Background: an optimization exercise with open tools, aiming at small area, a short achievable clock period and few clock cycles. Do not read the settings as production practice.
The RTL was checked by simulation tests, not by an equivalence proof against the original design.
Power and IR drop assume default switching activity.

[flow/config.mk]
export PLATFORM = sky130hd
export DESIGN_NAME = rsa_modexp
export DESIGN_NICKNAME = rsa_modexp
export VERILOG_FILES = /design/flow/design.v
export SDC_FILE = /design/flow/constraint.sdc
export NUM_CORES = 4
export LEC_CHECK = 0
export ABC_CLOCK_PERIOD_IN_PS = 2500
export CAP_MARGIN = 20
export CORE_MARGIN = 2
export CORE_UTILIZATION = 45
export SETUP_SLACK_MARGIN = 5
export SLEW_MARGIN = 20
[flow/constraint.sdc]
create_clock -name core_clock -period 10.5 [get_ports {clk}]
set_input_delay 2.1000 -clock core_clock [delete_from_list [all_inputs] [get_ports {clk}]]
set_output_delay 2.1000 -clock core_clock [all_outputs]
set_load 0.01 [all_outputs]
[flow/design.v]
package rsa_pkg;
  localparam int ONE = 1;
endpackage
import rsa_pkg::*;
module rsa_modexp
#(
  parameter  int W   = 32,
  localparam int OPW = 2 * W
) (
  input  logic           clk,
  input  logic           rst_n,
  input  logic           start,
  input  logic [OPW-1:0] n,
  input  logic [OPW-1:0] exp,
  input  logic [OPW-1:0] msg,
  output logic [OPW-1:0] result,
  output logic           busy,
  output logic           done,
  output logic           err
);
  localparam int K    = 4;                       
  localparam int ITER = (66 + K - 1) / K + 1;    
  localparam int RD   = K * ITER;                
  localparam int RB   = K * (ITER - 1);          
  localparam int AW   = OPW + 1;                 
  localparam int SW   = OPW + K + 3;             
  localparam int TW   = SW + K + 2;              
  localparam int XW   = OPW + 3;                 
  localparam int S_IDLE  = 0;
  localparam int S_CHK1  = 1;
  localparam int S_CHK2  = 2;
  localparam int S_CONV  = 3;
  localparam int S_CONVF = 4;
  localparam int S_MM    = 5;
  localparam int S_MMEND = 6;
  localparam int S_FIX   = 7;
  localparam int S_FBS   = 8;
  localparam int S_FBA   = 9;
  localparam int S_FBB   = 10;
  localparam int S_FBC   = 11;
  localparam int S_FBD   = 12;
  localparam int NS      = 13;
  localparam logic [1:0] OP_SQR = 2'd0;
  localparam logic [1:0] OP_MUL = 2'd1;
  localparam logic [1:0] OP_FIN = 2'd2;
  logic [NS-1:0]  r_st;
  logic           r_busy;
  logic           r_done;
  logic           r_err;
  logic [AW-1:0]  r_a;         
  logic           k_x2, k_xsx, k_yc, k_ya, k_ysub, k_yadd;
  logic [OPW-1:0] r_n;
  logic [K-1:0]   r_mq;        
  logic [7:0]     r_qp;        
  logic [OPW-1:0] r_e;
  logic [SW-1:0]  r_s;
  logic [SW-1:0]  r_c;
  logic           r_cin;       
  logic [K-1:0]   r_t;         
  logic [AW-1:0]  r_m;         
  logic [K-1:0]   r_d;         
  logic [6:0]     r_cnt;
  logic [6:0]     r_bc;        
  logic [1:0]     r_op;
  logic           r_mulpend;
  logic           r_lead;
  logic [2:0]     r_sub;
  logic           r_ge;
  logic [NS-1:0]  w_st;
  logic           w_busy;
  logic           w_done;
  logic           w_err;
  logic [AW-1:0]  w_a;
  logic [OPW-1:0] w_n;
  logic [OPW-1:0] w_e;
  logic [SW-1:0]  w_s;
  logic [SW-1:0]  w_c;
  logic [AW-1:0]  w_m;
  logic [K-1:0]   w_d;
  logic [6:0]     w_cnt;
  logic [6:0]     w_bc;
  logic [1:0]     w_op;
  logic           w_mulpend;
  logic           w_lead;
  logic [2:0]     w_sub;
  logic           w_x2, w_xsx, w_yc, w_ya, w_ysub, w_yadd;
  logic           clr;         
  logic           s_cpa;       
  wire odd = r_n[0];
  wire cin = r_cin;
  logic [XW-1:0] cpa_x;
  logic [XW-1:0] cpa_y;
  logic          cpa_ci;
  logic [XW:0]   cpa_sum;
  always_comb begin
    if (k_x2)
      cpa_x = {r_s[OPW+1:0], 1'b0};
    else
      cpa_x = {k_xsx & r_s[OPW+1], r_s[OPW+1:0]};
    cpa_y  = ({XW{k_ysub}} & ~{3'b000, r_n})
           | ({XW{k_yadd}} & {3'b000, r_n})
           | ({XW{k_yc}} & r_c[XW-1:0])
           | ({XW{k_ya}} & {2'b00, r_a});
    cpa_ci = k_ysub || (k_yc && cin);
  end
  localparam int LH = 34;
  localparam int HH = XW - LH;
  logic [LH+1:0] cpa_lo;
  logic [HH:0]   cpa_hi0;
  logic [HH+1:0] cpa_hi1;
  assign cpa_lo  = {1'b0, cpa_x[LH-1:0], 1'b1} + {1'b0, cpa_y[LH-1:0], cpa_ci};
  assign cpa_hi0 = {1'b0, cpa_x[XW-1:LH]} + {1'b0, cpa_y[XW-1:LH]};
  assign cpa_hi1 = {1'b0, cpa_x[XW-1:LH], 1'b1} + {1'b0, cpa_y[XW-1:LH], 1'b1};
  assign cpa_sum = {cpa_lo[LH+1] ? cpa_hi1[HH+1:1] : cpa_hi0, cpa_lo[LH:1]};
  function automatic logic [2*TW-1:0] fa(input logic [TW-1:0] a, input logic [TW-1:0] b,
                                         input logic [TW-1:0] c);
    fa = {(a & b) | (a & c) | (b & c), a ^ b ^ c};    
  endfunction
  logic [K-1:0]  mm_q;
  logic [SW-1:0] mm_s;
  logic [SW-1:0] mm_c;
  logic          mm_cin;
  logic [K-1:0]  mm_t;
  always_comb begin
    logic [K-1:0]  t, tp, tg;
    logic [K:0]    tc;
    logic [TW-1:0] y [K];
    logic [TW-1:0] qr [K];
    logic [TW-1:0] r0, r1, r2, r3, r4, r5, u0, u1;
    logic [2*TW-1:0] f;
    logic [1:0]    g;
    t = r_t;
    if (K == 4) begin
      mm_q[1:0] = {t[1] ^ (r_mq[1] & t[0]), t[0]};
      mm_q[3:2] = r_qp[2*t[1:0] +: 2] + (r_mq[1] ? 2'(-t[3:2]) : t[3:2]);
    end else begin
      mm_q = K'(t * r_mq);
    end
    for (int j = 0; j < K; j++)
      y[j] = r_d[j] ? (TW'(r_a) << (K + j)) : '0;
    y[0][0] = cin;
    for (int h = 0; h < K; h++)
      qr[h] = mm_q[h] ? (TW'(r_n) << h) : '0;
    r0 = TW'(r_s);
    r1 = TW'(r_c);
    if (K == 4) begin
      f = fa(r0, r1, y[0]);            r0 = f[TW-1:0]; r1 = f[2*TW-1:TW] << 1;
      f = fa(y[1], y[2], y[3]);        r2 = f[TW-1:0]; r3 = f[2*TW-1:TW] << 1;
      f = fa(r0, r1, r2);              r0 = f[TW-1:0]; r1 = f[2*TW-1:TW] << 1;
      f = fa(r3, qr[0], qr[1]);        r2 = f[TW-1:0]; r3 = f[2*TW-1:TW] << 1;
      f = fa(r0, r1, r2);              r0 = f[TW-1:0]; r1 = f[2*TW-1:TW] << 1;
      f = fa(r3, qr[2], qr[3]);        r2 = f[TW-1:0]; r3 = f[2*TW-1:TW] << 1;
      f = fa(r0, r1, r2);              r0 = f[TW-1:0]; r1 = f[2*TW-1:TW] << 1;
      f = fa(r0, r1, r3);              u0 = f[TW-1:0]; u1 = f[2*TW-1:TW] << 1;
    end else begin
      u0 = r0;
      u1 = r1;
      for (int j = 0; j < K; j++) begin
        f = fa(u0, u1, y[j]);          u0 = f[TW-1:0]; u1 = f[2*TW-1:TW] << 1;
      end
      for (int h = 0; h < K; h++) begin
        f = fa(u0, u1, qr[h]);         u0 = f[TW-1:0]; u1 = f[2*TW-1:TW] << 1;
      end
    end
    mm_s = u0[K +: SW];
    mm_c = u1[K +: SW];
    mm_cin = |{u1[K-1:0], u0[K-1:0]};
    tp = u0[K +: K] ^ u1[K +: K];
    tg = u0[K +: K] & u1[K +: K];
    tc[0] = mm_cin;
    for (int i = 1; i <= K; i++) begin
      logic acc, pp;
      acc = 1'b0;
      pp  = 1'b1;
      for (int j = i - 1; j >= 0; j--) begin
        acc = acc | (pp & tg[j]);
        pp  = pp & tp[j];
      end
      tc[i] = acc | (pp & mm_cin);
    end
    mm_t = tp ^ tc[K-1:0];
  end
  function automatic logic [K-1:0] neg_inv(input logic [K-1:0] nn);
    logic [K-1:0] x;
    x = nn;                               
    for (int i = 0; i < 3; i++)
      x = K'(x * (K'(2) - K'(nn * x)));
    neg_inv = K'(-x);
  endfunction
  logic [RD-1:0] ya;
  logic [RD-1:0] ym;
  assign ya = RD'(r_a);
  assign ym = RD'(r_m);
  function automatic logic [K-1:0] chunk(input logic [RD-1:0] v, input logic [6:0] idx);
    chunk = v[idx*K +: K];
  endfunction
  logic [6:0]   nidx;
  logic [K-1:0] mm_next_d;
  logic [K-1:0] fb_next_d;
  assign nidx = r_cnt + 7'd1;
  always_comb begin
    case (r_op)
      OP_SQR:  mm_next_d = (nidx < 7'(ITER)) ? chunk(ya, nidx) : '0;
      OP_MUL:  mm_next_d = (nidx < 7'(ITER)) ? chunk(ym, nidx) : '0;
      default: mm_next_d = '0;
    endcase
  end
  assign fb_next_d = (r_op == OP_SQR) ? chunk(ya, r_cnt - 7'd1) : chunk(ym, r_cnt - 7'd1);
  wire e_zero  = (r_e == '0);
  wire n_small = (r_n[OPW-1:1] == '0);
  wire a_eq_n  = (r_a == {1'b0, r_n});
  always_comb begin
    logic [AW-1:0] newa;
    logic          pick;
    w_st      = '0;
    w_busy    = r_busy;
    w_done    = 1'b0;
    w_err     = r_err;
    w_a       = r_a;
    w_n       = r_n;
    w_e       = r_e;
    w_s       = r_s;
    w_m       = r_m;
    w_d       = r_d;
    w_cnt     = r_cnt;
    w_bc      = r_bc;
    w_op      = r_op;
    w_mulpend = r_mulpend;
    w_lead    = r_lead;
    w_sub     = r_sub;
    newa      = cpa_sum[AW-1:0];
    pick      = 1'b0;
    clr       = 1'b0;
    s_cpa     = 1'b0;
    if (r_st[S_IDLE]) begin
      w_n = n;
      w_e = exp;
      w_s = SW'(msg);
      if (start) begin
        w_st[S_CHK1] = 1'b1;
        w_busy       = 1'b1;
      end else begin
        w_st[S_IDLE] = 1'b1;
      end
    end
    if (r_st[S_CHK1]) w_st[S_CHK2] = 1'b1;
    if (r_st[S_CHK2]) begin
      if (n_small || r_ge) begin
        w_a          = '0;
        w_err        = 1'b1;
        w_st[S_IDLE] = 1'b1;
        w_busy       = 1'b0;
        w_done       = 1'b1;
      end else if (e_zero) begin
        w_a          = AW'(1);
        w_err        = 1'b0;
        w_st[S_IDLE] = 1'b1;
        w_busy       = 1'b0;
        w_done       = 1'b1;
      end else begin
        w_err        = 1'b0;
        w_cnt        = 7'(RB - 1);
        w_bc         = 7'd64;
        w_lead       = 1'b0;
        w_st[S_CONV] = 1'b1;
      end
    end
    if (r_st[S_CONV]) begin
      if (odd) s_cpa = 1'b1;
      if (!r_lead) begin
        w_e  = {r_e[OPW-2:0], 1'b0};
        w_bc = r_bc - 7'd1;
        if (r_e[OPW-1]) w_lead = 1'b1;
      end
      w_cnt = r_cnt - 7'd1;
      if (r_cnt == '0) w_st[S_CONVF] = 1'b1;
      else             w_st[S_CONV]  = 1'b1;
    end
    if (r_st[S_CONVF]) begin
      w_m  = newa;
      w_a  = newa;
      pick = 1'b1;
    end
    if (r_st[S_MM]) begin
      w_d   = mm_next_d;
      w_cnt = r_cnt + 7'd1;
      if (r_cnt == 7'(ITER - 1)) w_st[S_MMEND] = 1'b1;
      else                       w_st[S_MM]    = 1'b1;
    end
    if (r_st[S_MMEND]) begin
      w_a = newa;
      if (r_op == OP_FIN) begin
        w_st[S_FIX] = 1'b1;
      end else if (r_op == OP_SQR && r_mulpend) begin
        w_op       = OP_MUL;
        w_mulpend  = 1'b0;
        w_d        = r_m[K-1:0];
        w_cnt      = '0;
        clr        = 1'b1;
        w_st[S_MM] = 1'b1;
      end else begin
        pick = 1'b1;
      end
    end
    if (r_st[S_FIX]) begin
      if (a_eq_n) w_a = '0;
      w_st[S_IDLE] = 1'b1;
      w_busy       = 1'b0;
      w_done       = 1'b1;
    end
    if (r_st[S_FBS]) begin
      w_s         = '0;
      w_d         = (r_op == OP_SQR) ? chunk(ya, 7'(ITER - 1)) : chunk(ym, 7'(ITER - 1));
      w_cnt       = 7'(ITER - 1);
      w_sub       = 3'(K - 1);
      w_st[S_FBA] = 1'b1;
    end
    if (r_st[S_FBA]) begin
      s_cpa       = 1'b1;
      w_st[S_FBB] = 1'b1;
    end
    if (r_st[S_FBB]) begin
      s_cpa       = 1'b1;
      w_st[S_FBC] = 1'b1;
    end
    if (r_st[S_FBC]) begin
      s_cpa       = 1'b1;
      w_st[S_FBD] = 1'b1;
    end
    if (r_st[S_FBD]) begin
      s_cpa = 1'b1;
      if (r_sub == '0) begin
        if (r_cnt == '0) begin
          w_a = newa;
          if (r_op == OP_SQR && r_mulpend) begin
            w_op        = OP_MUL;
            w_mulpend   = 1'b0;
            w_st[S_FBS] = 1'b1;
          end else begin
            pick = 1'b1;
          end
        end else begin
          w_d         = fb_next_d;
          w_cnt       = r_cnt - 7'd1;
          w_sub       = 3'(K - 1);
          w_st[S_FBA] = 1'b1;
        end
      end else begin
        w_sub       = r_sub - 3'd1;
        w_st[S_FBA] = 1'b1;
      end
    end
    if (pick) begin
      if (r_bc == '0) begin
        if (odd) begin
          w_op       = OP_FIN;
          w_d        = K'(1);
          w_cnt      = '0;
          clr        = 1'b1;
          w_st[S_MM] = 1'b1;
        end else begin
          w_st[S_IDLE] = 1'b1;
          w_busy       = 1'b0;
          w_done       = 1'b1;
        end
      end else begin
        w_e       = {r_e[OPW-2:0], 1'b0};
        w_bc      = r_bc - 7'd1;
        w_mulpend = r_e[OPW-1];
        w_op      = OP_SQR;
        if (odd) begin
          w_d        = newa[K-1:0];
          w_cnt      = '0;
          clr        = 1'b1;
          w_st[S_MM] = 1'b1;
        end else begin
          w_st[S_FBS] = 1'b1;
        end
      end
    end
    if (r_st == '0) begin
      w_st[S_IDLE] = 1'b1;
      w_busy       = 1'b0;
    end
    if (s_cpa) w_s = SW'(cpa_sum[OPW+1:0]);
    if (clr)   w_s = '0;
    if (r_st[S_MM]) w_s = mm_s;
    w_x2   = w_st[S_CONV] | w_st[S_FBA];
    w_xsx  = w_st[S_CONVF] | w_st[S_FBC] | w_st[S_FBD];
    w_yc   = w_st[S_MMEND];
    w_ya   = w_st[S_FBA] & w_d[w_sub];
    w_ysub = w_st[S_CHK1] | w_st[S_FBB] | ((w_st[S_CONV] | w_st[S_FBC]) & !w_s[OPW+1]);
    w_yadd = ((w_st[S_CONV] | w_st[S_FBC] | w_st[S_FBD]) & w_s[OPW+1])
           | (w_st[S_CONVF] & odd);
  end
  assign w_c = r_st[S_MM] ? mm_c : '0;
  always_ff @(posedge clk or negedge rst_n) begin
    if (!rst_n) begin
      r_st    <= NS'(1);
      r_busy  <= 1'b0;
      r_done  <= 1'b0;
      r_err   <= 1'b0;
      r_a     <= '0;
    end else begin
      r_st    <= w_st;
      r_busy  <= w_busy;
      r_done  <= w_done;
      r_err   <= w_err;
      r_a     <= w_a;
    end
  end
  always_ff @(posedge clk) begin
    r_n       <= w_n;
    r_e       <= w_e;
    r_s       <= w_s;
    r_c       <= w_c;
    r_cin     <= r_st[S_MM] & mm_cin;
    r_t       <= r_st[S_MM] ? mm_t : '0;
    k_x2      <= w_x2;
    k_xsx     <= w_xsx;
    k_yc      <= w_yc;
    k_ya      <= w_ya;
    k_ysub    <= w_ysub;
    k_yadd    <= w_yadd;
    r_m       <= w_m;
    r_d       <= w_d;
    r_cnt     <= w_cnt;
    r_bc      <= w_bc;
    r_op      <= w_op;
    r_mulpend <= w_mulpend;
    r_lead    <= w_lead;
    r_sub     <= w_sub;
    r_ge      <= cpa_sum[XW];
    if (r_st[S_CHK2]) begin
      r_mq <= neg_inv(r_n[K-1:0]);
      for (int i = 0; i < 4; i++)
        r_qp[2*i +: 2] <= 2'((i * 32'(neg_inv(r_n[K-1:0]))) >> 2);
    end
  end
  assign busy   = r_busy;
  assign done   = r_done;
  assign result = r_a[OPW-1:0];
  assign err    = r_err;
endmodule
[flow/run.sh]
#!/bin/bash
# synth_recipe.tcl (not shown) runs the flow's synth.tcl, then flattens the netlist and writes it again
# the make line also repeats each setting of config.mk as NAME=value (left out here)
make -C /OpenROAD-flow-scripts/flow DESIGN_CONFIG=/design/flow/config.mk WORK_HOME=/design/flow/orfs CLKGATE_MAP_FILE= SYNTH_SCRIPT=/design/flow/synth_recipe.tcl finish
==> out/qor.yml, run 1 <==
run:
  cap_violations: 0
global_route:
  grtUsageMet1_pct: 40.0
  grt_first_pass_wirelength_um: 217000
  grt_overflow: 0
  grt_usage_pct: 29.7
  busiest_layer: "met2"
  grt_start_max_net_pins: 136
  grt_pass1_vias: 33527
  met2_usage_pct: 48.1
  use_met3_pct: 6.07
  antenna_found_initial: 4
timing:
  setup_viol: 0
  fmax_mhz: 192
  timing.final.crit_period_ns: 5.20
  worstMarginPinSlew_ns: 1.22
  finalCritPeriodShare_pct: 49.5
  fin_skew_ns: 0.0389
  hold_violations: 0
  tns_ns: 0
  drv_slew: 0
  maxSlewHeadroom_pct: 18.1
  rsz0062_at_grt: "false"
logic_synthesis:
  synth-seq-cells: 454
  syn_inst: 4334
  synth_ff_type: "edfxtp_1"
  yosys-top-cells-area: "fa_1, edfxtp_1, dfxtp_1"
  synth_top_area_share_pct: 24.3
  synth_async_sr_flop_share_pct: 17.8
  yosysUniqueCellTypes: 90
  synth_top_area_cell: "fa_1"
  syn_area_um2: 42600
  synth_edf_count: 201
  ys_seq_area_share_pct: 27.0
  avgSynthCellArea_um2: 9.84
  yosys_warnings: 3
critical_path:
  r2r-end: "r_s[56]"
  critPathMaxFanout: 40
  cpPeakStageDelay_ns: 0.61
  required_ns: 11.05
  worstPathCellList: "buf_4 > mux2_2 > ha_1 > nand4_1 > a21oi_1 > a21boi_1 > nor2_1 > a21oi_4 > a311oi_4 > o31ai_4 > a21boi_1 > o21ai_0 > xor2_1 > a21o_1"
  critPathSlowestCell: "dfxtp_4"
  regToRegSetupSlack_ns: 5.30
  crit_arrival_ns: 5.76
  path_common_cell: "a21boi_1"
  crit_type: "reg2reg"
  r2r_cells: 14
  crit_path_end_kind: "flop"
  start_kind: "flop"
  reg2reg_from: "k_x2"
drt:
  wirelength_um: 144000
  routed_via_density: 5.79
  dr.pass1.iters: 8
  drtAntennaViolNets: 0
  drc_errors: 0
  via_count: 32546
  drtIter0Drc: 2995
  wire_per_inst_um: 25.6
clock_network:
  cts-htree-levels: 2
  clk_pin_slew_worst_paths_ns: 0.06
  cts_root_buffer: "clkbuf_16"
  clkSinkCount: 454
  cts_tree: "yes"
  insertion_delay_ns: 0.71
  numCtsBuffers: 58
  cts_buffer_depth: 3
layout:
  fill_cells: 8790
  multi_input_area_um2: 27200
  final_util_pct: 51.1
  drive_gt1_share_pct: 8.29
  final_nets: 5144
  final_common_cell: "inv_1"
  areaGrowthSynthToFinish_pct: 12.1
  final_cell_mix: "inv_1, nand2_1, fa_1"
  seq_area_um2: 11500
power:
  powerDensity_nw_per_um2: 369
  power_leakage_nw: 19.6
  ir_drop_mv: 0.321
run_status:
  outcome: "complete, no violations"
die:
  core_um2: 93600
  dieArea_um2: 97200
  io_pins: 262
  dieWidth_um: 312
  initial_core_util_pct: 45.5
  fp-row-count: 112
  die_y_um: 312
min_path:
  hold_depth: 0
  min_from: "r_st[1]"
  min_path_type: "reg2reg"
  whs_endpoint: "r_st[2]"
placement:
  routabilityCongestion: 0.948
  dp_hpwl_um: 105000
  port_buffers: 261
[cell type report]
cell class | instances | area share [%]
diodes | 2 | 0.0105
clock buffers | 75 | 3.47
clock inverters | 35 | 0.932
inverters | 624 | 4.90
multi-input cells | 2871 | 56.9
flip-flops and latches | 454 | 24.2
well taps | 1254 | 3.28
repair buffers | 309 | 6.31
[cell usage after synthesis (12+ instances only)]
| cell | instances |
|---|---|
| a211oi_1 | 13 |
| a21o_1 | 48 |
| a21oi_1 | 108 |
| a222oi_1 | 26 |
| a22o_1 | 59 |
| a22oi_1 | 89 |
| a31oi_1 | 18 |
| and2_1 | 248 |
| and3_1 | 22 |
| buf_1 | 50 |
| buf_2 | 21 |
| buf_4 | 65 |
| clkbuf_1 | 252 |
| dfrtp_1 | 80 |
| dfxtp_1 | 172 |
| edfxtp_1 | 201 |
| fa_1 | 517 |
| ha_1 | 114 |
| inv_1 | 622 |
| mux2_2 | 67 |
| mux2i_1 | 144 |
| mux4_2 | 78 |
| nand2_1 | 527 |
| nand2b_1 | 13 |
| nand3_1 | 33 |
| nand4_1 | 37 |
| nor2_1 | 134 |
| nor2b_1 | 73 |
| nor3_1 | 14 |
| nor4_1 | 46 |
| o21ai_0 | 152 |
| o21ai_1 | 12 |
| o21bai_1 | 14 |
| xnor2_1 | 111 |
| xor2_1 | 29 |
[logic make-up after synthesis]
logic type      Yosys count  share of synthesized area, %
buf+inv                1012                          9.54
fa+ha+maj               631                          27.6
xor+xnor                142                          2.95
flops                   454                          27.0
other cells               2                        0.0176
compound gates          625                          10.2
simple gates           1178                          13.3
mux                     290                          9.32
[per-stage QoR]
stage | instances | area (µm²) | hold slack, ns | total power, W | worst slack, ns
6_report | 5624 | 47800 | 0.391 | 0.0176 | 5.30
5_1_grt | 5622 | 47800 | 0.416 | 0.0189 | 5.01
4_1_cts | 5621 | 47700 | 0.395 | 0.0175 | 4.97
3_3_place_gp | 5508 | 45600 | 0.377 | 0.0151 | 4.45
2_1_floorplan | 4336 | 42600 | 0.355 | 0.0113 | 5.10
3_5_place_dp | 5508 | 45600 | 0.381 | 0.0152 | 4.37
[per-layer routing]
layer	routed length (µm)	up-vias
met1	58400	16656
met4	4970	4
met3	12900	260
met2	67400	1471
met5	17	-
li1	-	14155
[worst max-delay path, delay by kind of cell (launching register included)]
kind / cells / cell delay [ns]
buffers and inverters: 1 / 0.54
muxes: 1 / 0.40
and+or+nand+nor: 2 / 0.42
DFF: 1 / 0.61
adders and majority gates: 1 / 0.40
xor gates and xnor gates: 1 / 0.56
AOI/OAI and AO/OA: 8 / 2.03
[how the worst max path moves through the flow]
stage               startpoint      end  slack [ns]  cells after the start
floorplan             r_cnt[0]   r_s[0]        5.10                     14
global placement        r_t[0]   r_t[3]        4.45                     18
detailed placement      r_t[0]   r_t[3]        4.37                     18
CTS                     r_t[0]   r_t[3]        4.97                     20
global route              k_x2  r_s[56]        5.01                     14
finish                    k_x2  r_s[56]        5.30                     14
[timing repair]
| item | 4_1_cts | 5_1_grt |
|---|---|---|
| setup buffers | 2 | 1 |
| hold buffers | 0 | 0 |
| gates cloned | 1 | 0 |
| resized for setup | 2 | 5 |
| pin swaps | 1 | 0 |
| endpoints found under the setup margin | 35 | 8 |
[sequential cells by signal, indices dropped and copies added, names as in the netlist, 7 cells and up]
| name | count |
|---|---|
| r_s | 69 |
| r_c | 70 |
| r_cnt | 7 |
| r_bc | 7 |
| r_e | 64 |
| r_st | 13 |
| r_a | 65 |
| r_n | 64 |
| r_m | 65 |
[where the power goes]
part / total, W / internal, W / switching [W]
clock: 0.00224 / 0.00130 / 0.000933
sequential: 0.00396 / 0.00285 / 0.00111
combinational: 0.0114 / 0.00442 / 0.00702
Testbench counts, summed over its fixed seeds: cycles 96,602.
==> run 2, diff against run 1 <==
--- a/flow/design.v
+++ b/flow/design.v
@@ -26,6 +26,7 @@
   localparam int SW   = OPW + K + 3;             
   localparam int TW   = SW + K + 2;              
   localparam int XW   = OPW + 3;                 
+  localparam int FBT  = (OPW + K - 1) / K - 1;   
   localparam int S_IDLE  = 0;
   localparam int S_CHK1  = 1;
   localparam int S_CHK2  = 2;
@@ -39,7 +40,8 @@
   localparam int S_FBB   = 10;
   localparam int S_FBC   = 11;
   localparam int S_FBD   = 12;
-  localparam int NS      = 13;
+  localparam int S_FBP   = 13;
+  localparam int NS      = 14;
   localparam logic [1:0] OP_SQR = 2'd0;
   localparam logic [1:0] OP_MUL = 2'd1;
   localparam logic [1:0] OP_FIN = 2'd2;
@@ -60,6 +62,9 @@
   logic [AW-1:0]  r_m;         
   logic [K-1:0]   r_d;         
   logic [6:0]     r_cnt;
+  logic           r_cz;        
+  logic           r_cl;        
+  logic [6:0]     r_nidx;      
   logic [6:0]     r_bc;        
   logic [1:0]     r_op;
   logic           r_mulpend;
@@ -86,6 +91,7 @@
   logic           w_x2, w_xsx, w_yc, w_ya, w_ysub, w_yadd;
   logic           clr;         
   logic           s_cpa;       
+  logic           nsgn;        
   wire odd = r_n[0];
   wire cin = r_cin;
   logic [XW-1:0] cpa_x;
@@ -197,7 +203,7 @@
   logic [6:0]   nidx;
   logic [K-1:0] mm_next_d;
   logic [K-1:0] fb_next_d;
-  assign nidx = r_cnt + 7'd1;
+  assign nidx = r_nidx;
   always_comb begin
     case (r_op)
       OP_SQR:  mm_next_d = (nidx < 7'(ITER)) ? chunk(ya, nidx) : '0;
@@ -273,7 +279,7 @@
         if (r_e[OPW-1]) w_lead = 1'b1;
       end
       w_cnt = r_cnt - 7'd1;
-      if (r_cnt == '0) w_st[S_CONVF] = 1'b1;
+      if (r_cz) w_st[S_CONVF] = 1'b1;
       else             w_st[S_CONV]  = 1'b1;
     end
     if (r_st[S_CONVF]) begin
@@ -284,7 +290,7 @@
     if (r_st[S_MM]) begin
       w_d   = mm_next_d;
       w_cnt = r_cnt + 7'd1;
-      if (r_cnt == 7'(ITER - 1)) w_st[S_MMEND] = 1'b1;
+      if (r_cl) w_st[S_MMEND] = 1'b1;
       else                       w_st[S_MM]    = 1'b1;
     end
     if (r_st[S_MMEND]) begin
@@ -310,9 +316,12 @@
     end
     if (r_st[S_FBS]) begin
       w_s         = '0;
-      w_d         = (r_op == OP_SQR) ? chunk(ya, 7'(ITER - 1)) : chunk(ym, 7'(ITER - 1));
-      w_cnt       = 7'(ITER - 1);
+      w_d         = (r_op == OP_SQR) ? chunk(ya, 7'(FBT)) : chunk(ym, 7'(FBT));
+      w_cnt       = 7'(FBT);
       w_sub       = 3'(K - 1);
+      w_st[S_FBP] = 1'b1;
+    end
+    if (r_st[S_FBP]) begin
       w_st[S_FBA] = 1'b1;
     end
     if (r_st[S_FBA]) begin
@@ -330,7 +339,7 @@
     if (r_st[S_FBD]) begin
       s_cpa = 1'b1;
       if (r_sub == '0) begin
-        if (r_cnt == '0) begin
+        if (r_cz) begin
           w_a = newa;
           if (r_op == OP_SQR && r_mulpend) begin
             w_op        = OP_MUL;
@@ -343,11 +352,11 @@
           w_d         = fb_next_d;
           w_cnt       = r_cnt - 7'd1;
           w_sub       = 3'(K - 1);
-          w_st[S_FBA] = 1'b1;
+          w_st[S_FBP] = 1'b1;
         end
       end else begin
         w_sub       = r_sub - 3'd1;
-        w_st[S_FBA] = 1'b1;
+        w_st[S_FBP] = 1'b1;
       end
     end
     if (pick) begin
@@ -388,9 +397,10 @@
     w_x2   = w_st[S_CONV] | w_st[S_FBA];
     w_xsx  = w_st[S_CONVF] | w_st[S_FBC] | w_st[S_FBD];
     w_yc   = w_st[S_MMEND];
-    w_ya   = w_st[S_FBA] & w_d[w_sub];
-    w_ysub = w_st[S_CHK1] | w_st[S_FBB] | ((w_st[S_CONV] | w_st[S_FBC]) & !w_s[OPW+1]);
-    w_yadd = ((w_st[S_CONV] | w_st[S_FBC] | w_st[S_FBD]) & w_s[OPW+1])
+    w_ya   = r_st[S_FBP] & r_d[r_sub];
+    nsgn   = s_cpa ? cpa_sum[OPW+1] : r_s[OPW+1];
+    w_ysub = w_st[S_CHK1] | w_st[S_FBB] | ((w_st[S_CONV] | w_st[S_FBC]) & !nsgn);
+    w_yadd = ((w_st[S_CONV] | w_st[S_FBC] | w_st[S_FBD]) & nsgn)
            | (w_st[S_CONVF] & odd);
   end
   assign w_c = r_st[S_MM] ? mm_c : '0;
@@ -425,6 +435,9 @@
     r_m       <= w_m;
     r_d       <= w_d;
     r_cnt     <= w_cnt;
+    r_cz      <= (w_cnt == '0);
+    r_cl      <= (w_cnt == 7'(ITER - 1));
+    r_nidx    <= w_cnt + 7'd1;
     r_bc      <= w_bc;
     r_op      <= w_op;
     r_mulpend <= w_mulpend;
==> out/qor.yml, run 2 <==
timing:
  worstMarginPinSlew_ns: 1.14
  maxSlewHeadroom_pct: 24.3
  rsz0062_at_grt: "false"
  timing.final.crit_period_ns: 5.27
  fmax_mhz: 190
  timing.hold.ws_ns: 0.381
  drv_slew: 0
  hold_violations: 0
  finalCritPeriodShare_pct: 50.2
  setup_viol: 0
  tns_ns: 0
  fin_skew_ns: 0.0340
global_route:
  use_met3_pct: 5.11
  grt_start_max_net_pins: 132
  antenna_found_initial: 4
  grt_overflow: 0
  grt_usage_pct: 28.7
  busiest_layer: "met2"
  grtUsageMet1_pct: 38.8
  met2_usage_pct: 47.1
  grt_first_pass_wirelength_um: 212000
  grt_pass1_vias: 33234
layout:
  largest_reg_flops: 70
  final_common_cell: "inv_1"
  fill_cells: 8804
  final_cell_mix: "inv_1, nand2_1, fa_1"
  areaGrowthSynthToFinish_pct: 11.2
  final_nets: 5150
  regMostFlops: "r_c"
  drive_gt1_share_pct: 8.12
  multi_input_area_um2: 27000
  seq_area_um2: 11800
  largestRegisters: "r_c (70), r_s (69)"
critical_path:
  critPathMaxFanout: 31
  regToRegSetupSlack_ns: 5.23
  r2r-end: "r_s[65]"
  start_kind: "flop"
  critPathSlowestCell: "a2111oi_0"
  r2r_cells: 12
  reg2reg_from: "k_x2"
  crit_type: "reg2reg"
  cp-startpoint: "k_x2"
  crit_arrival_ns: 5.66
  required_ns: 10.89
  cpPeakStageDelay_ns: 0.85
  worstPathCellList: "mux2_2 > ha_1 > nand2_1 > o21a_1 > o21ai_0 > o21ai_0 > a2111oi_0 > or3_1 > nand3_1 > and2_1 > xor2_1 > o21ai_0"
  crit_path_end_kind: "flop"
  path_common_cell: "o21ai_0"
drt:
  drc_errors: 0
  wirelength_um: 139000
  dr.pass1.iters: 7
  wire_per_inst_um: 24.7
  drtIter0Drc: 3076
  drtAntennaViolNets: 0
  via_count: 32218
  routed_via_density: 5.71
logic_synthesis:
  synth-xor-area-share_pct: 2.96
  synth_common_cells: "inv_1, nand2_1, fa_1, clkbuf_1, and2_1"
  yosys-top-cells-area: "fa_1, edfxtp_1, dfxtp_1"
  syn_area_um2: 42900
  synth_edf_count: 202
  yosysUniqueCellTypes: 97
  synth_async_sr_flop_share_pct: 17.7
  synth_top_family_by_area: "adder cells"
  yosys_warnings: 3
  synthAdderAreaFrac_pct: 27.6
  syn_inst: 4346
  synthMuxAreaShare_pct: 8.72
  synth_top_area_cell: "fa_1"
  synth_ff_type: "edfxtp_1"
  synth-compound-area-share_pct: 10.4
  synth_top_area_share_pct: 24.2
  avgSynthCellArea_um2: 9.86
  ys_seq_area_share_pct: 27.4
  synth-seq-cells: 464
  yosysMostFrequentCell: "inv_1"
  synth-simple-area-share_pct: 13.1
run_status:
  outcome: "complete, no violations"
clock_network:
  holdBufCountCts: 0
  numCtsBuffers: 57
  clkSinkCount: 464
  cts_root_buffer: "clkbuf_16"
  cts-htree-levels: 2
  cts_buffer_depth: 3
  clk_pin_slew_worst_paths_ns: 0.06
  insertion_delay_ns: 0.69
  cts_tree: "yes"
die:
  dieArea_um2: 97700
  core_um2: 94700
  dieWidth_um: 313
  io_pins: 262
  die_y_um: 313
  initial_core_util_pct: 45.2
  fp-row-count: 113
placement:
  port_buffers: 261
  routabilityCongestion: 0.973
  dp_hpwl_um: 103000
power:
  p_total_w: 0.0176
  ir_drop_mv: 0.228
  powerDensity_nw_per_um2: 369
  power_leakage_nw: 19.6
min_path:
  min_from: "r_st[1]"
  hold_depth: 0
  whs_endpoint: "r_st[2]"
  min_path_type: "reg2reg"
run:
  cap_violations: 0
[run 2: changes by cell type after synthesis, moves of 9 or more]
cell,previous run,this run
a21oi_1,108,97
nor3_1,14,23
and3_1,22,12
a22o_1,59,49
buf_1,50,40
o21ai_0,152,130
a222oi_1,26,47
inv_1,622,653
xnor2_1,111,86
xor2_1,29,59
mux4_2,78,68
nor2_1,134,121
nor2b_1,73,63
a22oi_1,89,101
[run 2: per-stage QoR]
stage	cell area, µm²	setup WS (ns)	utilization [%]	cells
floorplan	42900	6.01	-	4347
global placement	45700	4.57	48.2	5525
detailed placement	45700	4.53	48.2	5525
CTS	47600	5.03	50.3	5635
global route	47700	5.03	50.3	5637
finish	47700	5.23	50.3	5639
[run 2: layout make-up]
type,instances,share of cell area (%)
Antenna cell,4,0.0210
Inverter,655,5.16
Clock buffer,70,3.29
Clock inverter,38,0.709
Tap cell,1265,3.32
Multi-Input combinational cell,2835,56.6
Timing Repair Buffer,308,6.27
Sequential cell,464,24.7
[run 2: logic make-up (layout without fill, tap and decap cells)]
logic type,count (synthesis),after routing
adders and majority gates,634,634
DFF,464,464
buffers and inverters,1049,1071
muxes,279,279
AOI/OAI and AO/OA,622,622
other,2,7
xor gates and xnor gates,145,146
and+or+nand+nor,1151,1151
[run 2: how the worst max path moves through the flow]
stage / to / slack, ns / cells past startpoint
after floorplan: r_s[0] / 6.01 / 4
after global placement: r_t[3] / 4.57 / 19
after detailed placement: r_t[3] / 4.53 / 19
after CTS: r_s[65] / 5.03 / 15
after global routing: r_s[59] / 5.03 / 14
final: r_s[65] / 5.23 / 12
[run 2: what timing repair did]
item	4_1_cts	5_1_grt
gates resized for setup	2	10
pin swaps	1	0
buffers inserted	1	0
cloned	1	0
endpoints found under the setup margin	38	10
[run 2: routing by layer]
layer  part of all wire (%)  wire [µm]  vias up
li1                       -          -    14156
met5                  0.019         26        -
met3                    7.8      10900      255
met1                     41      57800    16414
met4                    3.5       4840        4
met2                     47      65800     1389
[run 2: worst max-delay path: cells and delay by family (launching register included)]
kind                     cells  cell delay (ns)
flip-flops                   1             0.65
multiplexers                 1             0.40
adder cells (fa/ha/maj)      1             0.43
AO/OA/AOI/OAI                5             2.31
XOR/XNOR                     1             0.14
AND/OR/NAND/NOR              4             0.99
[run 2: where the power goes]
| part | leakage (nW) | switching, W | internal, W |
|---|---|---|---|
| registers | 4.52 | 0.00128 | 0.00293 |
| logic | 14.2 | 0.00685 | 0.00448 |
| clock network | 0.927 | 0.000906 | 0.00114 |
Testbench counts of run 2, summed over its fixed seeds: cycles 96,602.
==> run 3, diff against run 2 <==
==> flow/flow/run.sh (new file) <==
#!/bin/bash
# Standard ORFS layout (the standard.sh: its synthesis, SDC and clock
# period unchanged) with a larger setup repair margin, so that repair_timing
# aims for a shorter achieved period. make's full output goes to flow_make.log;
# ORFS keeps each step's log under orfs/logs.
set -euo pipefail
bash standard.sh SETUP_SLACK_MARGIN=6 finish > flow_make.log 2>&1
==> flow/standard.sh (new file) <==
#!/bin/bash
# synth_recipe.tcl (not shown) runs the flow's synth.tcl, then flattens the netlist and writes it again
# the make line also repeats each setting of config.mk as NAME=value (left out here)
make -C /OpenROAD-flow-scripts/flow DESIGN_CONFIG=/design/flow/config.mk WORK_HOME=/design/flow/orfs CLKGATE_MAP_FILE= SYNTH_SCRIPT=/design/flow/synth_recipe.tcl "${@:-finish}"
--- a/flow/config.mk
+++ b/flow/config.mk
@@ -5,9 +5,7 @@
 export SDC_FILE = /design/flow/constraint.sdc
 export NUM_CORES = 4
 export LEC_CHECK = 0
-export ABC_CLOCK_PERIOD_IN_PS = 2500
 export CAP_MARGIN = 20
 export CORE_MARGIN = 2
 export CORE_UTILIZATION = 45
-export SETUP_SLACK_MARGIN = 5
 export SLEW_MARGIN = 20
removed: flow/run.sh
==> out/qor.yml, run 3 <==
logic_synthesis:
  synth_async_sr_flop_share_pct: 17.7
  synth_top_area_share_pct: 24.2
  yosysUniqueCellTypes: 97
  yosys_warnings: 3
  avgSynthCellArea_um2: 9.86
  syn_area_um2: 42900
  yosysMostFrequentCell: "inv_1"
  synth_top_area_cell: "fa_1"
  ys_seq_area_share_pct: 27.4
  yosys-top-cells-area: "fa_1, edfxtp_1, dfxtp_1"
  synth_common_cells: "inv_1, nand2_1, fa_1, clkbuf_1, and2_1"
  synth_ff_type: "edfxtp_1"
  synth_edf_count: 202
  syn_inst: 4346
  synth-seq-cells: 464
layout:
  final_nets: 5203
  seq_area_um2: 11800
  areaGrowthSynthToFinish_pct: 13.4
  final_cell_mix: "inv_1, nand2_1, fa_1"
  regMostFlops: "r_c"
  final_common_cell: "inv_1"
  largest_reg_flops: 70
  fill_cells: 8710
  largestRegisters: "r_c (70), r_s (69)"
  drive_gt1_share_pct: 9.70
  multi_input_area_um2: 27000
clock_network:
  cts_tree: "yes"
  insertion_delay_ns: 0.70
  clkSinkCount: 464
  cts_root_buffer: "clkbuf_16"
  numCtsBuffers: 57
  cts_buffer_depth: 3
  clk_pin_slew_worst_paths_ns: 0.06
  holdBufCountCts: 0
  cts-htree-levels: 2
timing:
  setup_viol: 0
  maxSlewHeadroom_pct: 25.3
  hold_violations: 0
  tns_ns: 0
  rsz0062_at_grt: "true"
  final.setup.worst_slack_ns: 6.03
  drv_slew: 0
  fmax_mhz: 224
  fin_skew_ns: 0.0371
  worstMarginPinSlew_ns: 1.12
  timing.final.crit_period_ns: 4.47
  finalCritPeriodShare_pct: 42.5
placement:
  port_buffers: 261
  routabilityCongestion: 0.973
  dp_hpwl_um: 103000
  dp_slack_ns: 4.53
global_route:
  grt_usage_pct: 29.8
  grt_pass1_vias: 33492
  grt_overflow: 0
  antenna_found_initial: 3
  grt_first_pass_wirelength_um: 218000
  grt_start_max_net_pins: 132
run_status:
  outcome: "complete, no violations"
critical_path:
  required_ns: 10.91
  critPathMaxFanout: 8
  start_kind: "flop"
  crit_type: "reg2reg"
  crit_arrival_ns: 4.87
  crit_path_end_kind: "flop"
die:
  die_y_um: 313
  initial_core_util_pct: 45.2
  core_um2: 94700
  dieWidth_um: 313
  io_pins: 262
  fp-row-count: 113
  dieArea_um2: 97700
drt:
  dr.pass1.iters: 8
  routed_via_density: 5.78
  met3_length_um: 13500
  drtIter0Drc: 3468
  wire_per_inst_um: 26.0
  wirelength_um: 148000
  wl_met2_um: 69400
  wl_met1_um: 59400
  top_layer: "met5"
  drc_errors: 0
  drtAntennaViolNets: 0
  via_count: 32904
power:
  power_leakage_nw: 20.1
  ir_drop_mv: 0.230
  powerDensity_nw_per_um2: 372
run:
  cap_violations: 0
min_path:
  min_path_type: "reg2reg"
run 3: changes by cell type in the layout (fill, tap and decap cells not counted), sizes merged:
cell	previous run	this run
clkinv	26	25
clkbuf	71	74
buf	47	94
diode	4	6
inv	659	660
bufbuf	0	3
run 3: logic make-up (layout without fill, tap and decap cells):
| logic type | count (synthesis) | count (layout) | share of synthesized area [%] |
|---|---|---|---|
| xor+xnor | 145 | 146 | 2.96 |
| fa+ha+maj | 634 | 634 | 27.6 |
| compound gates | 622 | 622 | 10.4 |
| simple gates | 1151 | 1151 | 13.1 |
| buf+inv | 1049 | 1124 | 9.95 |
| mux | 279 | 279 | 8.72 |
| other cells | 2 | 9 | 0.0175 |
| flops | 464 | 464 | 27.4 |
run 3: critical path, stage by stage, from the launching register on:
cell and delay, ns:
dfrtp_1 0.39, buf_4 0.26, inv_1 0.17, nor2_1 0.44
fa_1 0.52, inv_1 0.08, fa_1 0.43, fa_1 0.47
fa_1 0.50, inv_1 0.05, fa_1 0.43, a222oi_1 0.37
inv_1 0.09
run 3: per-layer routing:
layer | GRT usage, % | vias to the layer above
li1 | - | 14286
met1 | 39.7 | 16734
met2 | 48.3 | 1581
met3 | 5.96 | 299
met4 | 11.0 | 4
met5 | 0 | -
run 3: final timing paths:
| check | start | to | slack [ns] | cells after the start |
|---|---|---|---|---|
| worst max-delay path | r_a[19] | r_s[19] | 6.03 | 12 |
| worst min-delay path | r_st[1] | r_st[2] | 0.39 | 0 |
| worst max register to register | r_a[19] | r_s[19] | 6.03 | 12 |
| worst min register to register | r_st[1] | r_st[2] | 0.39 | 0 |
| max in group asynchronous | rst_n | r_st[5] | 7.93 | 2 |
| min in group asynchronous | rst_n | r_done | 1.25 | 1 |
run 3: through the flow:
stage / power [W] / hold slack, ns / std cells / util (%) / instance area [µm²]
after detailed placement: 0.0153 / 0.354 / 5525 / 48.2 / 45700
after global placement: 0.0153 / 0.357 / 5525 / 48.2 / 45700
after CTS: 0.0178 / 0.383 / 5659 / 50.8 / 48200
after floorplan: 0.0117 / 0.346 / 4347 / - / 42900
final: 0.0181 / 0.387 / 5694 / 51.3 / 48600
after global routing: 0.0193 / 0.402 / 5688 / 51.3 / 48600
run 3: cell type report:
type / count / share of cell area, %
Sequential cell: 464 / 24.2
Clock inverter: 38 / 0.695
Tap cell: 1265 / 3.26
Antenna cell: 6 / 0.0309
Timing Repair Buffer: 361 / 7.85
Inverter: 655 / 5.06
Multi-Input combinational cell: 2835 / 55.6
Clock buffer: 70 / 3.23
run 3: where the power goes:
group / total, W / internal, W / switching [W]
Combinational: 0.0119 / 0.00474 / 0.00718
Sequential: 0.00413 / 0.00293 / 0.00119
Clock: 0.00205 / 0.00114 / 0.000907
run 3: what timing repair did:
action	in CTS	in global routing
hold endpoints to repair	0	0
setup buffers	21	25
resized for setup	43	33
endpoints found under the setup margin	206	124
pin swaps	4	15
cloned	5	4
==> run 4, diff against run 3 <==
--- a/flow/design.v
+++ b/flow/design.v
@@ -23,8 +23,8 @@
   localparam int RD   = K * ITER;                
   localparam int RB   = K * (ITER - 1);          
   localparam int AW   = OPW + 1;                 
-  localparam int SW   = OPW + K + 3;             
-  localparam int TW   = SW + K + 2;              
+  localparam int SW   = OPW + K + 2;             
+  localparam int TW   = SW + K;                  
   localparam int XW   = OPW + 3;                 
   localparam int FBT  = (OPW + K - 1) / K - 1;   
   localparam int S_IDLE  = 0;
@@ -202,16 +202,16 @@
   endfunction
   logic [6:0]   nidx;
   logic [K-1:0] mm_next_d;
-  logic [K-1:0] fb_next_d;
+  logic [K-1:0] nx_d;
   assign nidx = r_nidx;
   always_comb begin
     case (r_op)
-      OP_SQR:  mm_next_d = (nidx < 7'(ITER)) ? chunk(ya, nidx) : '0;
-      OP_MUL:  mm_next_d = (nidx < 7'(ITER)) ? chunk(ym, nidx) : '0;
+      OP_SQR,
+      OP_MUL:  mm_next_d = (nidx < 7'(ITER)) ? nx_d : '0;
       default: mm_next_d = '0;
     endcase
   end
-  assign fb_next_d = (r_op == OP_SQR) ? chunk(ya, r_cnt - 7'd1) : chunk(ym, r_cnt - 7'd1);
+  assign nx_d = (r_op == OP_SQR) ? chunk(ya, nidx) : chunk(ym, nidx);
   wire e_zero  = (r_e == '0);
   wire n_small = (r_n[OPW-1:1] == '0);
   wire a_eq_n  = (r_a == {1'b0, r_n});
@@ -349,7 +349,7 @@
             pick = 1'b1;
           end
         end else begin
-          w_d         = fb_next_d;
+          w_d         = nx_d;
           w_cnt       = r_cnt - 7'd1;
           w_sub       = 3'(K - 1);
           w_st[S_FBP] = 1'b1;
@@ -437,7 +437,7 @@
     r_cnt     <= w_cnt;
     r_cz      <= (w_cnt == '0);
     r_cl      <= (w_cnt == 7'(ITER - 1));
-    r_nidx    <= w_cnt + 7'd1;
+    r_nidx    <= w_st[S_MM] ? w_cnt + 7'd1 : w_cnt - 7'd1;
     r_bc      <= w_bc;
     r_op      <= w_op;
     r_mulpend <= w_mulpend;
==> flow/run.sh (new file) <==
#!/bin/bash
# synth_recipe.tcl (not shown) runs the flow's synth.tcl, then flattens the netlist and writes it again
# the make line also repeats each setting of config.mk as NAME=value (left out here)
make -C /OpenROAD-flow-scripts/flow DESIGN_CONFIG=/design/flow/config.mk WORK_HOME=/design/flow/orfs CLKGATE_MAP_FILE= SYNTH_SCRIPT=/design/flow/synth_recipe.tcl finish
--- a/flow/config.mk
+++ b/flow/config.mk
@@ -5,7 +5,9 @@
 export SDC_FILE = /design/flow/constraint.sdc
 export NUM_CORES = 4
 export LEC_CHECK = 0
+export ABC_CLOCK_PERIOD_IN_PS = 2500
 export CAP_MARGIN = 20
 export CORE_MARGIN = 2
 export CORE_UTILIZATION = 45
+export SETUP_SLACK_MARGIN = 5
 export SLEW_MARGIN = 20
removed: flow/flow/run.sh
removed: flow/standard.sh
==> out/qor.yml, run 4 <==
layout:
  fill_cells: 8745
  regMostFlops: "r_c"
  multi_input_area_um2: 26400
  areaGrowthSynthToFinish_pct: 11.8
  final_util_pct: 50.6
  largestRegisters: "r_c (70), r_s (69)"
  largest_reg_flops: 70
  final_common_cell: "inv_1"
  seq_area_um2: 11800
  final_nets: 5204
  fin_cells: 5677
  final_cell_mix: "inv_1, nand2_1, fa_1"
  drive_gt1_share_pct: 6.81
clock_network:
  holdBufCountCts: 0
  clk_pin_slew_worst_paths_ns: 0.06
  numCtsBuffers: 58
  cts_tree: "yes"
  cts-htree-levels: 2
  clkSinkCount: 465
  cts_root_buffer: "clkbuf_16"
  cts_buffer_depth: 3
  insertion_delay_ns: 0.69
timing:
  fmax_mhz: 186
  finalCritPeriodShare_pct: 51.2
  tns_ns: 0
  setup_viol: 0
  fin_skew_ns: 0.0272
  maxSlewHeadroom_pct: 12.4
  drv_slew: 0
  worstMarginPinSlew_ns: 1.30
  rsz0062_at_grt: "true"
  hold_violations: 0
  timing.final.crit_period_ns: 5.38
drt:
  via_count: 31917
  drtAntennaViolNets: 0
  wire_per_inst_um: 24.3
  wirelength_um: 138000
  dr.pass1.iters: 6
  drtIter0Drc: 2633
  drc_errors: 0
  routed_via_density: 5.62
logic_synthesis:
  synth_top_area_share_pct: 24.6
  yosys-top-cells-area: "fa_1, edfxtp_1, dfxtp_1"
  yosys_warnings: 3
  syn_inst: 4381
  synth_async_sr_flop_share_pct: 17.6
  avgSynthCellArea_um2: 9.64
  synth-seq-cells: 465
  syn_area_um2: 42200
  synth_common_cells: "inv_1, nand2_1, fa_1, and2_1, clkbuf_1"
  ys_seq_area_share_pct: 27.8
  yosysMostFrequentCell: "inv_1"
  synth_edf_count: 203
  synth_ff_type: "edfxtp_1"
  yosysUniqueCellTypes: 92
  synth_top_area_cell: "fa_1"
power:
  p_total_w: 0.0177
  swShare_pct: 50.9
  clockPowerShare_pct: 11.9
  power_leakage_nw: 19.8
  powerDensity_nw_per_um2: 374
  ir_drop_mv: 0.204
  p_comb_share_pct: 64.8
  power_frac_seq_pct: 23.3
  intPower_w: 0.00867
  power.switching_w: 0.00900
die:
  io_pins: 262
  fp-row-count: 112
  dieArea_um2: 96300
  dieWidth_um: 310
  core_um2: 93200
  die_y_um: 310
  initial_core_util_pct: 45.3
min_path:
  min_path_type: "reg2reg"
  hold_depth: 0
  whs_endpoint: "r_st[2]"
  min_from: "r_st[1]"
critical_path:
  crit_arrival_ns: 5.94
  crit_type: "reg2reg"
  critPathMaxFanout: 8
  start_kind: "flop"
  r2r-end: "r_nidx[6]"
  regToRegSetupSlack_ns: 5.12
  worstPathCellList: "nor4_1 > nand4_1 > nor4_1 > or4b_2 > a311oi_1 > a211oi_1 > nor3_1 > or3_1 > inv_1 > ha_1 > a21oi_1 > o21bai_1 > a21oi_1 > xnor2_1 > xnor2_1"
  worst-path-buf-inv: 1
  required_ns: 11.06
  r2r_cells: 15
  critPathSlowestCell: "nor4_1"
  reg2reg_from: "r_n[13]"
  cpPeakStageDelay_ns: 1.08
  crit_path_end_kind: "flop"
  cpLargestDelayFamily: "simple AND/OR/NAND/NOR gates"
global_route:
  grt_first_pass_wirelength_um: 207000
  grt_pass1_vias: 32793
  grt_usage_pct: 29.0
  antenna_found_initial: 2
  grt_start_max_net_pins: 132
  grt_overflow: 0
placement:
  dp_cells: 5566
  dp_hpwl_um: 101000
  routabilityCongestion: 0.981
  port_buffers: 261
run_status:
  outcome: "complete, no violations"
run:
  cap_violations: 0
==> run 4: cell types whose count changed after synthesis, sizes merged, moves of 12 or more <==
cell / previous run / this run
and2: 243 / 255
inv: 654 / 641
xnor2: 86 / 67
a222oi: 47 / 28
o21ai: 141 / 159
a22oi: 101 / 86
a21oi: 104 / 138
nand2: 521 / 547
nor2: 122 / 150
buf: 141 / 121
mux4: 68 / 34
==> run 4: worst max-delay path by stage <==
stage,slack (ns),cells past startpoint,startpoint,endpoint
2_1_floorplan,5.74,6,r_st[4],r_s[0]
3_3_place_gp,4.46,22,r_t[0],r_t[3]
3_5_place_dp,4.42,22,r_t[0],r_t[3]
4_1_cts,5.01,15,k_yc,r_s[58]
5_1_grt,4.88,22,r_t[0],r_t[3]
6_report,5.12,15,r_n[13],r_nidx[6]
==> run 4: metrics by stage <==
| step | hold slack (ns) | worst slack [ns] | instance area (µm²) |
|---|---|---|---|
| after detailed placement | 0.353 | 4.42 | 45100 |
| after CTS | 0.366 | 5.01 | 47100 |
| after floorplan | 0.346 | 5.74 | 42200 |
| final | 0.373 | 5.12 | 47200 |
| after global routing | 0.387 | 4.88 | 47200 |
| after global placement | 0.353 | 4.46 | 45100 |
==> run 4: per-layer routing <==
layer | track usage, % | part of all wire, % | up-vias
met3 | 4.56 | 6.6 | 216
li1 | - | - | 14202
met5 | 0 | 0 | -
met4 | 9.02 | 3.3 | 0
met2 | 48.1 | 48 | 1099
met1 | 39.0 | 42 | 16400
==> run 4: cell families (layout without fill, tap and decap cells) <==
family	after synthesis	after routing	share of synthesized area (%)
xor gates and xnor gates	136	136	2.82
muxes	249	249	7.16
other	2	4	0.0178
and+or+nand+nor	1235	1235	14.2
AOI/OAI and AO/OA	638	638	10.1
adders and majority gates	637	637	28.1
DFF	465	465	27.8
buffers and inverters	1019	1059	9.81
==> run 4: area by class of cell <==
class                   instances  share of cell area (%)
diodes                          1                 0.00530
clock buffers                  81                    3.56
clock inverters                29                   0.628
inverters                     642                    5.11
multi-input cells            2898                    56.1
flip-flops and latches        465                    25.0
well taps                    1254                    3.33
repair buffers                307                    6.34
==> run 4: worst reg2reg max path, stage by stage (launching register included) <==
cell	delay, ns
edfxtp_1	0.65
nor4_1	1.09
nand4_1	0.54
nor4_1	0.59
or4b_2	0.35
a311oi_1	0.13
a211oi_1	0.25
nor3_1	0.06
or3_1	0.42
inv_1	0.10
ha_1	0.26
a21oi_1	0.23
o21bai_1	0.09
a21oi_1	0.21
xnor2_1	0.12
xnor2_1	0.16
==> run 4: power by group through the flow <==
stage	combinational, W	clock (W)	sequential, W
5_1_grt	0.0127	0.00221	0.00419
3_3_place_gp	0.0112	0	0.00413
3_5_place_dp	0.0113	0	0.00413
6_report	0.0114	0.00211	0.00411
4_1_cts	0.0114	0.00215	0.00410
2_1_floorplan	0.00843	0	0.00333
==> run 4: what timing repair did <==
item                       in CTS  in global routing
setup buffers                   0                  0
setup endpoints to repair      43                  6
gates resized for setup         4                  7
Testbench counts of run 4, summed over its fixed seeds: cycles 96,602.
==> run 5, diff against run 4 <==
--- a/flow/design.v
+++ b/flow/design.v
@@ -59,6 +59,7 @@
   logic [SW-1:0]  r_c;
   logic           r_cin;       
   logic [K-1:0]   r_t;         
+  logic [1:0]     r_nq;        
   logic [AW-1:0]  r_m;         
   logic [K-1:0]   r_d;         
   logic [6:0]     r_cnt;
@@ -137,7 +138,7 @@
     logic [1:0]    g;
     t = r_t;
     if (K == 4) begin
-      mm_q[1:0] = {t[1] ^ (r_mq[1] & t[0]), t[0]};
+      mm_q[1:0] = t[1:0];
       mm_q[3:2] = r_qp[2*t[1:0] +: 2] + (r_mq[1] ? 2'(-t[3:2]) : t[3:2]);
     end else begin
       mm_q = K'(t * r_mq);
@@ -146,7 +147,10 @@
       y[j] = r_d[j] ? (TW'(r_a) << (K + j)) : '0;
     y[0][0] = cin;
     for (int h = 0; h < K; h++)
-      qr[h] = mm_q[h] ? (TW'(r_n) << h) : '0;
+      if (K == 4 && h < 2)
+        qr[h] = r_nq[h] ? '0 : (TW'(r_n) << h);
+      else
+        qr[h] = mm_q[h] ? (TW'(r_n) << h) : '0;
     r0 = TW'(r_s);
     r1 = TW'(r_c);
     if (K == 4) begin
@@ -425,7 +429,11 @@
     r_s       <= w_s;
     r_c       <= w_c;
     r_cin     <= r_st[S_MM] & mm_cin;
-    r_t       <= r_st[S_MM] ? mm_t : '0;
+    r_nq      <= r_st[S_MM] ? ~{mm_t[1] ^ (r_mq[1] & mm_t[0]), mm_t[0]} : '1;
+    if (K == 4)
+      r_t     <= r_st[S_MM] ? {mm_t[3:2], mm_t[1] ^ (r_mq[1] & mm_t[0]), mm_t[0]} : '0;
+    else
+      r_t     <= r_st[S_MM] ? mm_t : '0;
     k_x2      <= w_x2;
     k_xsx     <= w_xsx;
     k_yc      <= w_yc;
@@ -447,7 +455,7 @@
     if (r_st[S_CHK2]) begin
       r_mq <= neg_inv(r_n[K-1:0]);
       for (int i = 0; i < 4; i++)
-        r_qp[2*i +: 2] <= 2'((i * 32'(neg_inv(r_n[K-1:0]))) >> 2);
+        r_qp[2*i +: 2] <= 2'(((((i * 32'(neg_inv(r_n[K-1:0]))) % 4) * 32'(neg_inv(r_n[K-1:0]))) % 16) >> 2);
     end
   end
   assign busy   = r_busy;
==> out/qor.yml, run 5 <==
layout:
  multi_input_area_um2: 25900
  final_nets: 5104
  drive_gt1_share_pct: 6.79
  final_cell_mix: "inv_1, fa_1, nand2_1"
  largest_reg_flops: 70
  regMostFlops: "r_c"
  largestRegisters: "r_c (70), r_s (69)"
  final_common_cell: "inv_1"
  seq_area_um2: 11800
  fill_cells: 8517
  areaGrowthSynthToFinish_pct: 11.6
  n_antenna_cell: 0
critical_path:
  r2r_cells: 15
  crit_type: "reg2reg"
  critPathMaxFanout: 64
  start_kind: "flop"
  cpPeakStageDelay_ns: 0.78
  worstPathCellList: "buf_4 > mux2i_1 > nand2_1 > ha_1 > a211oi_1 > nand2_1 > a2111oi_0 > a211oi_1 > o21ai_0 > a311oi_1 > o21a_1 > o21a_1 > mux2_2 > nor2_1 > o21ai_0"
  regToRegSetupSlack_ns: 5.41
  critPathSlowestCell: "a2111oi_0"
  path_depth: 15
  worst-path-buf-inv: 1
  crit_path_end_kind: "flop"
  required_ns: 10.86
  cpLargestDelayFamily: "compound AO/OA/AOI/OAI gates"
  crit_arrival_ns: 5.44
die:
  initial_core_util_pct: 45.5
  die_y_um: 309
  fp-row-count: 111
  core_um2: 91800
  io_pins: 262
  dieArea_um2: 95300
  dieWidth_um: 309
timing:
  timing.final.crit_period_ns: 5.09
  setup_viol: 0
  hold_violations: 0
  fin_skew_ns: 0.0232
  worstMarginPinSlew_ns: 1.03
  fmax_mhz: 197
  drv_slew: 0
  rsz0062_at_grt: "false"
  maxSlewHeadroom_pct: 31.4
  finalCritPeriodShare_pct: 48.5
  tns_ns: 0
logic_synthesis:
  synth_top_area_share_pct: 24.8
  yosys_warnings: 3
  synth_edf_count: 203
  synth-seq-cells: 467
  synth_ff_type: "edfxtp_1"
  synth_async_sr_flop_share_pct: 17.6
  yosys-top-cells-area: "fa_1, edfxtp_1, dfxtp_1"
  avgSynthCellArea_um2: 9.74
  syn_inst: 4288
  yosysMostFrequentCell: "inv_1"
  synth_top_area_cell: "fa_1"
  yosysUniqueCellTypes: 75
  ys_seq_area_share_pct: 28.2
  syn_area_um2: 41800
  synth_common_cells: "inv_1, fa_1, nand2_1, clkbuf_1, edfxtp_1"
drt:
  wirelength_um: 131000
  routed_via_density: 5.59
  drc_errors: 0
  top_layer: "met4"
  met3_length_um: 10100
  drtIter0Drc: 2781
  via_count: 31107
  drtAntennaViolNets: 0
  wl_met2_um: 60900
  dr.pass1.iters: 6
  wl_met1_um: 56300
  wire_per_inst_um: 23.5
run:
  cap_violations: 0
run_status:
  outcome: "complete, no violations"
global_route:
  grt_pass1_vias: 31816
  grt_overflow: 0
  grt_usage_pct: 27.8
  antenna_found_initial: 0
  grt_start_max_net_pins: 107
  grt_first_pass_wirelength_um: 200000
clock_network:
  cts_root_buffer: "clkbuf_16"
  clkSinkCount: 467
  insertion_delay_ns: 0.66
  holdBufCountCts: 0
  cts_tree: "yes"
  cts_buffer_depth: 3
  clk_pin_slew_worst_paths_ns: 0.06
  post_cts_buffers: 0
  numCtsBuffers: 59
  cts-htree-levels: 2
placement:
  dp_hpwl_um: 97400
  routabilityCongestion: 0.909
  port_buffers: 261
power:
  power_leakage_nw: 19.6
  powerDensity_nw_per_um2: 375
  ir_drop_mv: 0.248
  p_total_w: 0.0175
min_path:
  min_path_type: "reg2reg"
  hold_depth: 0
[run 5: routing by layer]
metal  GRT usage, %  up-vias
li1               -    13835
met2           44.7     1143
met4           7.14        0
met1           38.6    15942
met5              0        -
met3           5.41      187
[run 5: power breakdown]
| part | switching, W | internal [W] |
|---|---|---|
| registers | 0.00110 | 0.00297 |
| logic | 0.00681 | 0.00453 |
| clock network | 0.000883 | 0.00121 |
[run 5: cells by family (layout without fill, tap and decap cells)]
group                      after synthesis  in the layout  synth area share [%]
other                                    2              3                0.0180
DFF                                    467            467                  28.2
AOI/OAI and AO/OA                      595            595                  9.74
buffers and inverters                 1025           1054                  9.90
xor gates and xnor gates               150            150                  3.16
muxes                                  245            245                  7.10
adders and majority gates              638            638                  28.4
and+or+nand+nor                       1166           1166                  13.4
[run 5: timing repair]
action                                  in CTS  in global routing
endpoints found under the setup margin       0                  2
endpoints found under the hold margin        0                  0
resized for setup                            0                  1
[run 5: stage by stage]
step                area (µm²)  setup slack, ns  util (%)  std cells  hold slack, ns
floorplan                41800             5.73         -       4289           0.346
global placement         44700             5.50      48.6       5453           0.366
detailed placement       44700             5.46      48.6       5453           0.361
CTS                      46600             5.40      50.8       5561           0.382
global route             46600             5.04      50.8       5561           0.394
finish                   46600             5.41      50.8       5561           0.383
[run 5: cell type report]
cell class | count | share of cell area [%]
clock buffers | 75 | 3.54
multi-input cells | 2797 | 55.7
clock inverters | 33 | 0.644
flip-flops and latches | 467 | 25.4
repair buffers | 304 | 6.29
well taps | 1243 | 3.34
inverters | 642 | 5.17
[run 5: final timing paths]
path                               from      end
worst max-delay path             k_yadd  r_s[33]
worst min-delay path            r_st[1]  r_st[2]
worst min register to register  r_st[1]  r_st[2]
worst max register to register   k_yadd  r_s[33]
min in group asynchronous         rst_n   r_done
max in group asynchronous         rst_n  r_st[4]
Testbench counts of run 5, summed over its fixed seeds: cycles 96,602.

==> separate check: timing with driven ports <==
The results above use ideal ports. As a check the final layouts listed here were re-extracted and re-timed, cells and wires unchanged.
Step 1 sets driving cells, clkbuf_16 on the clock port and buf_2 on the other inputs (assumed; they add their load-dependent delay and slew).
Step 2 moves the port delays by t, midway between the first and last clock arrival at a register: inputs arrive t later, outputs are due t later. That takes back most of the time a late clock gives input paths.
Slacks: no drivers / after step 1 / after step 2; pairs: no drivers / after step 1.
run | shift t [ns] | setup WS [ns] | cell pins on the clock port's net
run 1 | 0.761 | 5.299 / 5.299 / 5.299 | 1
run 2 | 0.748 | 5.234 / 5.234 / 5.234 | 1
run 3 | 0.750 | 6.035 / 6.035 / 6.035 | 1
run 4 | 0.746 | 5.120 / 5.120 / 5.120 | 1
run 5 | 0.728 | 5.412 / 5.412 / 5.412 | 1
After both steps setup and hold are still met in every run listed.
